Context: an optimization exercise on an open-source flow, tuned for small area, a short achievable clock period and few clock cycles per item. The choices shown serve that exercise and are no tape-out recipe. No run shown here included a check of the RTL's function; only the layout flow was run.

==> flow/design.v, too long to show whole: its modules and the start of the top module <==
// module wosr_wave: 665 lines
// module wosr_fa: 10 lines
// module wosr_ha: 9 lines
// module wosr_mul_wg: 796 lines
// module wosr_mul_819: 1553 lines
// module wosr_mul_x: 1482 lines
// module waveform_oscillator_soft_ramp_core: 1605 lines
module waveform_oscillator_soft_ramp_core (
  input  wire logic                 clk,
  input  wire logic                 rst,
  input  wire logic                 in_valid,
  output logic                      in_ready,
  input  wire logic signed [23:0]   in_left,
  input  wire logic signed [23:0]   in_right,
  input  wire logic                 in_block_start,
  input  wire logic                 in_soft_start,
  input  wire logic                 in_soft_stop,
  output logic                      out_valid,
  input  wire logic                 out_ready,
  output logic signed [23:0]        out_left,
  output logic signed [23:0]        out_right,
  output logic signed [15:0]        out_wave,
  input  wire logic                 cfg_valid,
  output logic                      cfg_ready,
  input  wire logic [1:0]           cfg_index,
  input  wire logic [wosr_pkg::FIELD_BITS-1:0] cfg_data
);
  // ...
==> flow/flow/run.sh <==
#!/bin/bash
# Standard layout with a larger setup margin for the repair steps (the clock
# period and constraints stay the design's), and plain buffers on the ports.
set -euo pipefail
export SETUP_SLACK_MARGIN=6.5
export BUFFER_PORTS_ARGS="-buffer_cell sky130_fd_sc_hd__buf_2"
bash standard.sh > standard.log 2>&1
==> flow/standard.sh <==
#!/bin/bash
# synth_recipe.tcl (not shown) runs the flow's synth.tcl, then flattens the netlist and writes it again
# the make line also repeats each setting of config.mk as NAME=value (left out here)
make -C /OpenROAD-flow-scripts/flow DESIGN_CONFIG=/design/flow/config.mk WORK_HOME=/design/flow/orfs CLKGATE_MAP_FILE= SYNTH_SCRIPT=/design/flow/synth_recipe.tcl "${@:-finish}"
==> flow/config.mk <==
export PLATFORM = sky130hd
export DESIGN_NAME = waveform_oscillator_soft_ramp_core
export DESIGN_NICKNAME = waveform_oscillator_soft_ramp_core
export VERILOG_FILES = /design/flow/design.v
export SDC_FILE = /design/flow/constraint.sdc
export NUM_CORES = 4
export LEC_CHECK = 0
export CAP_MARGIN = 20
export CORE_MARGIN = 2
export CORE_UTILIZATION = 40
export SLEW_MARGIN = 20
export SYNTH_HIERARCHICAL = 1
==> flow/constraint.sdc <==
create_clock -name core_clock -period 12.0 [get_ports {clk}]
set_input_delay 2.4000 -clock core_clock [delete_from_list [all_inputs] [get_ports {clk}]]
set_output_delay 2.4000 -clock core_clock [all_outputs]
set_load 0.01 [all_outputs]
==> metrics.yaml, run 1 <==
status: "finished clean"
final_common_cell: "fa_1"
setup.worst_path.end_class: "register"
critPathSlowestCell: "fa_2"
hold_ws_ps: 453.6
post_cts_resized: 130
ys_ff_latch: 464
fin_crit_sh_pct: 55.51
wl_per_cell_um: 20.47
timing.final.max_slew_violations: 0
port-buffer-count: 147
hold_violations: 0
synthCells: 3962
clkTransAtPathRegs_ps: 60
timing.rr.end: "s3_w819[39]$_DFFE_PP_"
max-cap-violations: 0
hp-class: "reg2reg"
grt_busiest_layer: "met2"
numSequentialCells: 464
crit_type: "in2reg"
tns_ps: 0
cts_made_buffers: 55
core-area_mm2: 0.1071
holdPathEnd: "gain[4]$_SDFFE_PP0P_"
use_met2_pct: 33.79
gp_congestion: 0.9034
postRouteAntennaNets: 0
grt_use_met1_pct: 25.36
nets: 4726
area_delta_synth_final_pct: 12.75
synth_cell_types: 115
largest_reg_flops: 42
ys_top_cells_by_area: "edfxtp_1 24%, fa_1 18%, ha_1 8.8%"
==> run 2: changes to the inputs <==
--- a/flow/design.v
+++ b/flow/design.v
@@ -4555,16 +4555,18 @@
   input  wire logic [1:0]           cfg_index,
   input  wire logic [wosr_pkg::FIELD_BITS-1:0] cfg_data
 );
   logic [1:0]  waveform;
   logic [23:0] phase_step;
   logic [15:0] gain;
   logic [17:0] gain3;
   logic [23:0] pa;
+  logic        rw;
+  logic [1:0]  rw_n;
   logic [7:0]  pa_qidx;
   logic        pa_peak;
   logic        hi;
   logic [5:0]  kp;
   logic        act;
   logic [8:0]  kd;
   logic        v1, v2, v3;
   logic        s1_sx, s1_c;
@@ -5902,17 +5904,17 @@
   assign hr_sum  = {ad_y555, ad_y554, ad_y553, ad_y552, ad_y551, ad_y550, ad_y549, ad_y548, ad_y547, ad_y546, ad_y545, ad_y544, ad_y543, ad_y542, ad_y541, ad_y540};
   assign gain3_next = {ad_y667, ad_y666, ad_y665, ad_y664, ad_y663, ad_y662, ad_y661, ad_y660, ad_y659, ad_y658, ad_y657, ad_y656, ad_y655, ad_y654, ad_y653, ad_y652, ad_y651, ad_y650};
   assign cfg_ready = 1'b1;
   assign in_ready  = v3 && !skv;
   assign acc       = in_valid && in_ready;
   assign flush     = cfg_valid;
   assign ld3       = !v3 || acc;
   assign ld2       = !v2 || ld3;
-  assign ld1       = !v1 || ld2;
+  assign ld1       = (!v1 || ld2) && !rw;
   assign mv        = e0v && (!out_valid || out_ready);
   assign e0_free   = !e0v || mv;
   wosr_wave u_wave (
     .phase    (pa),
     .qidx     (pa_qidx),
     .peak     (pa_peak),
     .waveform (waveform),
     .sx       (w_sx),
@@ -5946,25 +5948,22 @@
   logic signed [16:0] q_new;
   logic signed [15:0] e0_s;
   always_comb begin
     if (in_block_start) q_new = in_soft_start ? 17'sd0 : $signed(q_f_sum);
     else                q_new = $signed(q_d);
     if (e0_q[16] != e0_q[15]) e0_s = e0_q[16] ? -16'sh8000 : 16'sh7fff;
     else                      e0_s = e0_q[15:0];
   end
-  logic [1:0]  n_pf;
   always_comb begin
-    n_pf  = 2'(v1) + 2'(v2) + 2'(v3 && !acc);
     pa_b  = phase_step;
     pa_c  = 24'd0;
     pa_ci = 1'b0;
-    if (flush) begin
-      unique case (n_pf)
-        2'd0: pa_b = 24'd0;
+    if (rw) begin
+      unique case (rw_n)
         2'd1: begin pa_b = ~phase_step; pa_ci = 1'b1; end
         2'd2: begin pa_b = 24'd0; pa_c = ~{phase_step[22:0], 1'b0}; pa_ci = 1'b1; end
         default: begin pa_c = ~{phase_step[21:0], 2'b00}; pa_ci = 1'b1; end
       endcase
     end
   end
   logic [23:0] pa_load;
   logic [7:0]  qidx_load;
@@ -6048,16 +6047,18 @@
     else                                  mix = {h, a[7:0]};
   endfunction
   always_ff @(posedge clk) begin
     if (rst) begin
       waveform   <= wosr_pkg::WAVE_SINE;
       phase_step <= wosr_pkg::DEFAULT_STEP;
       gain       <= wosr_pkg::UNITY;
       pa         <= '0;
+      rw         <= 1'b0;
+      rw_n       <= 2'd0;
       pa_qidx    <= '0;
       pa_peak    <= 1'b0;
       hi         <= 1'b1;
       kp         <= wosr_pkg::KP_MAX;
       kd         <= 9'b000110000;
       act        <= 1'b0;
       v1         <= 1'b0;
       v2         <= 1'b0;
@@ -6069,17 +6070,23 @@
       if (cfg_valid) begin
         unique case (cfg_index)
           wosr_pkg::REG_WAVEFORM:   waveform   <= cfg_data[1:0];
           wosr_pkg::REG_PHASE_STEP: phase_step <= cfg_data;
           wosr_pkg::REG_GAIN:       gain       <= cfg_data[15:0];
           default: ;
         endcase
       end
-      if (flush || ld1) begin
+      if (flush) begin
+        rw   <= (v1 || v2 || v3);
+        rw_n <= 2'(v1) + 2'(v2) + 2'(v3);
+      end else begin
+        rw   <= 1'b0;
+      end
+      if (rw || (ld1 && !flush)) begin
         pa      <= pa_load;
         pa_qidx <= qidx_load;
         pa_peak <= peak_load;
       end
       if (flush) begin
         v1 <= 1'b0;
         v2 <= 1'b0;
         v3 <= 1'b0;
==> flow/flow/run.sh (replaced) <==
#!/bin/bash
# Standard layout with a larger setup margin for the repair steps (the clock
# period and constraints stay the design's), resizing not tied to the cell
# footprint, and plain buffers on the ports.
set -euo pipefail
export SETUP_SLACK_MARGIN=6.8
export BUFFER_PORTS_ARGS="-buffer_cell sky130_fd_sc_hd__buf_2"
bash standard.sh MATCH_CELL_FOOTPRINT=0 finish > standard.log 2>&1
==> metrics.yaml, run 2 <==
rows: 120  # unchanged
fin_cells: 5384  # was 5411
timing.final.max_slew_violations: 0  # unchanged
die_w_um: 332.8  # was 332.7 um
cts-htree-levels: 2  # unchanged
cp_max_fo: 6  # was 23
crit_required_ps: 12400  # was 12550 ps
grt_pass1_vias: 30530  # was 31190
grt_antenna_before_repair: 2  # was 0
die_y_um: 332.8  # was 332.7 um
finalSetupViolCount: 0  # unchanged
max_freq_mhz: 162.9  # was 150.1 MHz
port-buffer-count: 147  # unchanged
yosys-top-cells-count: "378 x fa_1, 350 x edfxtp_1, 305 x ha_1"  # was 378 x fa_1, 350 x edfxtp_1, 303 x ha_1
hold_ws_ps: 462.4  # was 453.6 ps
start_util_pct: 40.34  # was 40.36%
grt_usage_pct: 19.16  # was 19.71%
gp_congestion: 0.9055  # was 0.9034
via_per_inst: 5.639  # was 5.615
critPathSlowestCell: "fa_1"  # was fa_2
cts_tree: "yes"  # unchanged
design_area_mm2: 0.04814  # was 0.04872 mm^2
ys.flop_type: "edfxtp_1"  # unchanged
crit_type: "reg2reg"  # was in2reg
grt-ovfl-total: 0  # unchanged
tns_ps: 0  # unchanged
critical_path.max_stage_delay_ps: 600  # was 590 ps
final_common_cell: "fa_1"  # unchanged
yosysMostFrequentCell: "fa_1"  # unchanged
dp.cells: 5172  # was 5161
seqCellArea_mm2: 0.01290  # was 0.01281 mm^2
postRouteAntennaNets: 0  # unchanged
drt-total-wl_um: 109100  # was 110800 um
ys_top_cells_by_area: "edfxtp_1 24%, fa_1 17%, ha_1 8.8%"  # was edfxtp_1 24%, fa_1 18%, ha_1 8.8%
nFillCells: 9950  # was 9802
synth_warnings: 8  # unchanged
yosys.area.top_type_share_pct: 24.30  # was 24.32%
synthDominantAreaCellType: "edfxtp_1"  # unchanged
grt_max_degree: 87  # was 93
cts.sinks: 467  # was 464
setup.worst_path.end_class: "register"  # unchanged
arrival_ps: 6540  # was 7210 ps
nets: 4700  # was 4726
critPathLaunchType: "register"  # was primary input
drive_gt1_share_pct: 21.56  # was 22.43%
worst_pin_slew_ps: 1088  # was 1096 ps
period_needed_ps: 6138  # was 6661 ps
wl_per_cell_um: 20.27  # was 20.47 um
largest_reg_flops: 42  # unchanged
vias: 30360  # was 30390
critPathBufInv: 2  # was 6
clock_latency_ps: 660  # was 690 ps
post-dp-hpwl_um: 76500  # was 76520 um
multi_input_area_mm2: 0.02887  # was 0.02922 mm^2
dieArea_mm2: 0.1108  # was 0.1107 mm^2
cts-root-buf: "clkbuf_16"  # unchanged
cp_top_family: "compound AO/OA/AOI/OAI gates"  # was adder cells
synth_edf_count: 350  # unchanged
drtIter0Drc: 2160  # was 2122
worst_clock_skew_ps: 44.68  # was 59.58 ps
fin_crit_sh_pct: 51.15  # was 55.51%
core-area_mm2: 0.1072  # was 0.1071 mm^2
postSynth.asyncResetShare_pct: 0  # unchanged
grt_pass1_wl_um: 172100  # was 176000 um
clockBufferDepth: 3  # unchanged
pin_count: 149  # unchanged
place_area_mm2: 0.04423  # was 0.04440 mm^2
rsz0062_at_grt: "true"  # unchanged
synth_area_mm2: 0.04325  # was 0.04321 mm^2
ys_ff_latch: 467  # was 464
synth_cell_types: 119  # was 115
seq_area_frac_synth_pct: 29.72  # was 29.60%
hold_violations: 0  # unchanged
avgSynthCellArea_um2: 10.88  # was 10.91 um^2
crit_chain: "ha_2 > inv_2 > fa_2 > nor2b_4 > o2111ai_2 > a41oi_2 > a21o_4 > a21oi_4 > o21bai_4 > a21oi_4 > xnor2_4 > buf_12 > fa_1 > fa_1 > fa_1 > ha_4 > a21oi_4 > o21ai_2 > a221oi_4 > o211a_1 > a21o_4 > a31oi_4 > o41a_4 > xor2_2"  # was buf_8 > nand2_8 > and2_4 > buf_8 > fa_2 > buf_12 > buf_12 > inv_12 > a211oi_4 > fa_1 > ha_4 > o211ai_1 > o211a_1 > or3_4 > a21o_4 > o21bai_4 > inv_2 > fa_2 > xor2_4 > nand3_2 > nor2_2 > or3_1 > a311oi_1
clkTransAtPathRegs_ps: 60  # about the same
largest-register: "s3_w819"  # unchanged
slew_headroom_pct: 27.37  # was 26.85%
synthCells: 3975  # was 3962
cts_made_buffers: 54  # was 55
most-common-layout-cells: "368 x fa_1, 350 x edfxtp_1, 275 x nand2_1"  # was 363 x fa_1, 350 x edfxtp_1, 266 x ha_1
hp-class: "reg2reg"  # unchanged
dr.pass1.iters: 6  # was 8
area_delta_synth_final_pct: 11.32  # was 12.75%
max-cap-violations: 0  # unchanged
status: "finished clean"  # unchanged
drc: 0  # unchanged
run 2: changes by cell type after synthesis, sizes merged, moves of 16 or more:
cell	previous run	this run
a211oi	55	27
and2	89	62
nand2	271	289
nand3	45	61
o21ai	149	167
o22ai	10	52
run 2: kinds of logic after synthesis:
group           after synthesis  synth area share, %
flops                       467                29.72
xor+xnor                    267                5.442
fa+ha+maj                   686                26.39
buf+inv                     521                6.593
mux                         235                6.570
compound gates              964                15.80
other cells                   2              0.01736
simple gates                833                9.469
run 2: metrics by stage:
stage	worst slack, ps	utilization, %
detailed placement	5547	41.25
floorplan	6058	-
global route	5641	44.91
finish	5862	44.91
CTS	5863	44.18
global placement	5696	41.25
run 2: worst paths after layout:
check                        startpoint                    end  slack, ps  cells after the start
setup / recovery     s2_wa[0]$_DFFE_PP_  s3_w819[40]$_DFFE_PP_       5860                     24
setup reg to reg     s2_wa[0]$_DFFE_PP_  s3_w819[40]$_DFFE_PP_       5860                     24
hold reg to reg   gain[11]$_SDFFE_PP0P_  gain[11]$_SDFFE_PP0P_        460                      2
hold / removal    gain[11]$_SDFFE_PP0P_  gain[11]$_SDFFE_PP0P_        460                      2
run 2: final cells by class:
class	instances	area share [%]
antenna	1	0.005198
clock inverter	36	1.027
clock buffer	65	2.955
inverter	123	1.001
tap	1403	3.646
multi-input combinational	2989	59.97
sequential	467	26.79
timing repair buffer	300	4.610
run 2: timing repair:
item                                    CTS  global route
hold buffers                              0             0
cloned                                    0             5
resized for setup                       113           118
buffers inserted                         73            32
pin swaps                                72            51
endpoints found under the setup margin   85           103
run 2: worst reg2reg max path, cell delays in order, from the launching register on:
cell       delay [ps]
edfxtp_1          340
ha_2              170
inv_2              30
fa_2              360
nor2b_4           130
o2111ai_2         130
a41oi_2           250
a21o_4            250
a21oi_4            90
o21bai_4          250
a21oi_4           110
xnor2_4           180
buf_12            140
fa_1              520
fa_1              540
fa_1              600
ha_4              230
a21oi_4           130
o21ai_2           110
a221oi_4          340
o211a_1           230
a21o_4            150
a31oi_4           100
o41a_4            390
xor2_2            150
run 2: Yosys stat by module, one instance, submodules excluded:
module,cells inside,flip-flops and latches,area (um^2),times used
wosr_ha,1,0,12.51,73
wosr_fa,1,0,20.02,340
wosr_wave,612,0,3742,1
wosr_mul_x,530,0,3911,1
wosr_mul_819,455,0,3650,1
wosr_mul_wg,460,0,4252,1
waveform_oscillator_soft_ramp_core,1505,467,19970,1
run 2: routing by layer:
layer  global-route usage [%]  share of wire [%]
met4                    5.584                2.5
met3                    2.513                5.4
met5                        0                  0
met1                    25.76                 44
met2                    32.27                 48

[port drivers added, routing unchanged]
In the flow no input, the clock included, has a driving cell. The finished layouts below were timed again as built, in two steps.
Step 1, drivers: a clkbuf_16 drives clk and a buf_2 each remaining input, both assumed.
Step 2 adds t to the input delays and takes it off the output delays; t is the mean of the earliest and latest rising clock arrival at the registers after step 1. Input paths then give back, and output paths get back, about the clock's delay inside the block.
a / b / c = ideal ports / drivers / drivers and shift; a / b = the first two.
run | shift t [ns] | slack for setup (ns) | latest minus earliest clock arrival (ns)
run 1 | 0.732 | 5.339 / 5.331 / 4.599 | 0.061 / 0.060
run 2 | 0.712 | 5.862 / 5.862 / 5.862 | 0.045 / 0.045
After both steps every run listed still meets setup and hold. For run 1, which loses most, drivers alone change the setup slack by -0.008 ns; drivers and shift together by -0.740 ns.
